Source: an optimization exercise on an open RTL-to-GDS flow (aim: small area, a short achievable clock period and few clock cycles per item). Production flows keep margins and buffers that such runs may drop. The RTL was checked by simulation tests, not by an equivalence proof against the original design. Power and IR drop assume default switching activity.

==> flow/design.v (excerpt) <==
module tlb_fifo_lru_replacement_unit #(
  parameter int unsigned ENTRIES = tlbfl_pkg::DEF_ENTRIES
) (
  input  logic                              clk,
  input  logic                              rst_n,
  input  logic                              in_valid,
  output logic                              in_ready,
  input  logic                              in_req_type,
  input  logic [tlbfl_pkg::PID_W-1:0]       in_proc_id,
  input  logic [tlbfl_pkg::PAGE_W-1:0]      in_page_num,
  input  logic [tlbfl_pkg::FRAME_W-1:0]     in_frame_in,
  output logic                              out_valid,
  input  logic                              out_ready,
  output logic                              out_hit,
  output logic [tlbfl_pkg::FRAME_W-1:0]     out_frame_out,
  output logic                              out_evicted,
  output logic [tlbfl_pkg::PAGE_W-1:0]      out_evicted_page,
  input  logic                              cfg_psel,
  input  logic                              cfg_penable,
  input  logic                              cfg_pwrite,
  input  logic [tlbfl_pkg::CFG_ADDR_W-1:0]  cfg_paddr,
  input  logic [tlbfl_pkg::CFG_DATA_W-1:0]  cfg_pwdata,
  output logic [tlbfl_pkg::CFG_DATA_W-1:0]  cfg_prdata,
  output logic                              cfg_pready
);
Settings: LEC_CHECK=0, CAP_MARGIN=20, CORE_MARGIN=2, CORE_UTILIZATION=40, CTS_CLUSTER_DIAMETER=100, CTS_CLUSTER_SIZE=20, SETUP_SLACK_MARGIN=4.0, SLEW_MARGIN=20; clock period 7.5 ns.
run.sh (not shown) runs the stock make flow with config.mk's settings and CLKGATE_MAP_FILE= SYNTH_SCRIPT=/design/flow/synth_recipe.tcl, a recipe that flattens the netlist after the stock synthesis.
Testbench counts at the start, summed over its fixed seeds: cycles 17,632, items 17,600.
Then changed:
--- a/flow/design.v
+++ b/flow/design.v
@@ -150,24 +150,25 @@
     .cfg_pready  (cfg_pready),
     .mode        (mode),
     .capacity    (capacity)
   );
   logic          req_v, req_t;
   logic [PW-1:0] req_pid;
   logic [GW-1:0] req_page;
   logic [FW-1:0] req_frame;
   logic          out_valid_r;
   logic          fire, req_ld;
   assign fire     = req_v && (!out_valid_r || out_ready);
-  assign in_ready = !req_v || fire;
-  assign req_ld   = in_ready;
+  logic          idle_q;
+  assign in_ready = idle_q || out_ready;
+  assign req_ld   = in_ready && in_valid;
   always_ff @(posedge clk) begin
     if (!rst_n) req_v <= 1'b0;
     else if (in_ready) req_v <= in_valid;
   end
   always_ff @(posedge clk) begin
     if (req_ld) begin
       req_t     <= in_req_type;
       req_pid   <= in_proc_id;
       req_page  <= in_page_num;
       req_frame <= in_frame_in;
     end
@@ -249,40 +250,36 @@
         assign not_above[j] = !lru_rest[j] || below[i][j];
       end
     end
     assign fifo_2nd[i] = fifo_rest[i] && (&not_after);
     assign lru_2nd[i]  = lru_rest[i] && (&not_above);
   end
   logic [4:0] cnt_q, cnt_n;
   logic       full_q, full_n, do_app, grow;
   logic [N-1:0] arm_q, arm_n;
   logic         req_v_n, app_n;
   logic       res_hit, res_ev;
-  logic [FW-1:0] res_frame;
-  logic [GW-1:0] res_epage;
+  logic [FW-1:0] res_val;
   assign do_app  = fire && app_q;
   assign grow    = do_app && !full_q;
   assign wr_v    = arm_q;
   assign wr      = (!out_valid_r || out_ready) ? arm_q : '0;
   assign top     = wr | ((fire && lru_q) ? first_q : '0);
   assign res_hit = lkp_q && hit;
   assign res_ev  = app_q && full_q;
   always_comb begin
-    res_frame = '0;
-    res_epage = '0;
+    res_val = '0;
     for (int i = 0; i < N; i++) begin
-      res_frame = res_frame | (frame_s[i] & {FW{first_q[i]}});
-      res_epage = res_epage | (page_s[i] & {GW{ins_q[i]}});
+      res_val = res_val | (frame_s[i] & {FW{first_q[i] && lkp_q}})
+                        | (page_s[i]  & {GW{ins_q[i] && app_q}});
     end
-    if (!res_hit) res_frame = '0;
-    if (!res_ev) res_epage = '0;
   end
   always_comb begin
     fifo_vic_n = fifo_vic_q;
     lru_vic_n  = lru_vic_q;
     if (|(wr & fifo_vic_q))  fifo_vic_n = (|fifo_rest) ? fifo_2nd : wr;
     else if (empty)          fifo_vic_n = wr;
     if (|(top & lru_vic_q))  lru_vic_n  = (|lru_rest) ? lru_2nd : top;
     else if (empty)          lru_vic_n  = top;
   end
   logic [4:0]   cnt_inc;
   logic         full_s, full_g;
@@ -300,54 +297,57 @@
     if (!rst_n) begin
       valid_q <= '0;
       cnt_q   <= '0;
       free_q  <= N'(1);
     end else begin
       valid_q <= valid_q | wr;
       cnt_q   <= cnt_n;
       free_q  <= free_n;
     end
   end
   assign req_v_n = in_ready ? in_valid : req_v;
-  assign app_n   = in_ready ? (en && (in_req_type == tlbfl_pkg::REQ_ADD)) : app_q;
+  assign app_n   = req_ld ? (en && (in_req_type == tlbfl_pkg::REQ_ADD)) : app_q;
   assign arm_n   = (req_v_n && app_n) ? ins_n : '0;
   always_ff @(posedge clk) begin
     if (!rst_n) arm_q <= '0;
     else        arm_q <= arm_n;
   end
   always_ff @(posedge clk) begin
     fifo_vic_q <= fifo_vic_n;
     lru_vic_q  <= lru_vic_n;
     ins_q      <= ins_n;
     full_q     <= full_n;
   end
   for (genvar a = 0; a < N; a++) begin : g_wa
     for (genvar b = a + 1; b < N; b++) begin : g_wb
       always_ff @(posedge clk) begin
         if (wr[a])      old_q[a][b] <= 1'b0;
         else if (wr[b]) old_q[a][b] <= 1'b1;
         if (top[a])      rec_q[a][b] <= 1'b1;
         else if (top[b]) rec_q[a][b] <= 1'b0;
       end
     end
   end
   logic          out_hit_r, out_ev_r;
-  logic [FW-1:0] out_frame_r;
-  logic [GW-1:0] out_epage_r;
+  logic [FW-1:0] out_val_r;
   always_ff @(posedge clk) begin
-    if (!rst_n) out_valid_r <= 1'b0;
-    else        out_valid_r <= fire || (out_valid_r && !out_ready);
+    if (!rst_n) begin
+      out_valid_r <= 1'b0;
+      idle_q      <= 1'b1;
+    end else begin
+      out_valid_r <= fire || (out_valid_r && !out_ready);
+      idle_q      <= !req_v_n || !(fire || (out_valid_r && !out_ready));
+    end
   end
   always_ff @(posedge clk) begin
     if (fire) begin
       out_hit_r   <= res_hit;
-      out_frame_r <= res_frame;
+      out_val_r   <= res_val;
       out_ev_r    <= res_ev;
-      out_epage_r <= res_epage;
     end
   end
   assign out_valid        = out_valid_r;
   assign out_hit          = out_hit_r;
-  assign out_frame_out    = out_frame_r;
+  assign out_frame_out    = out_val_r & {FW{out_hit_r}};
   assign out_evicted      = out_ev_r;
-  assign out_evicted_page = out_epage_r;
+  assign out_evicted_page = out_val_r & {GW{out_ev_r}};
 endmodule
The new run produced a clean layout.
Design area is lower by 0.91%.
Synthesized area falls by about 1.6%.
Register-to-register slack gains 0.03 ns.
Final cell count is about the same.
Power is about the same.
Worst setup slack is better by 0.18 ns.
Utilization climbs by 0.24 points.
Testbench counts after the change, summed over its fixed seeds: cycles 17,632, items 17,600.

==> port drivers added, routing unchanged <==
In the flow no input, the clock included, has a driving cell. The finished layouts below were timed again as built, in two steps. Step 1 (the two cells are an assumption about what drives the block):
set clk [get_ports {clk}]
set_driving_cell -lib_cell sky130_fd_sc_hd__clkbuf_16 $clk
set_driving_cell -lib_cell sky130_fd_sc_hd__buf_2 [delete_from_list [all_inputs] $clk]
Step 2 times the ports against the registers' clock, not the clock port: input delays grow and output delays shrink by t, the midpoint of the rising clock arrivals with the driver on. Three values: ideal ports, drivers, drivers and shift; two values: the first two.
run | t (ns) | setup slack, ns | hold slack, ns | worst slew at a driven data input, ns | cell pins on the clock port's net
the first run | 0.807 | 3.742 / 3.689 / 3.122 | 0.454 / 0.454 / 0.454 | 0.07 | 1
the second run | 0.794 | 3.927 / 3.938 / 3.193 | 0.464 / 0.464 / 0.464 | 0.05 | 1
After both steps every run listed still meets setup and hold. The setup slack of the second run, which loses most, moves by +0.011 ns with the drivers and by -0.734 ns with both steps.
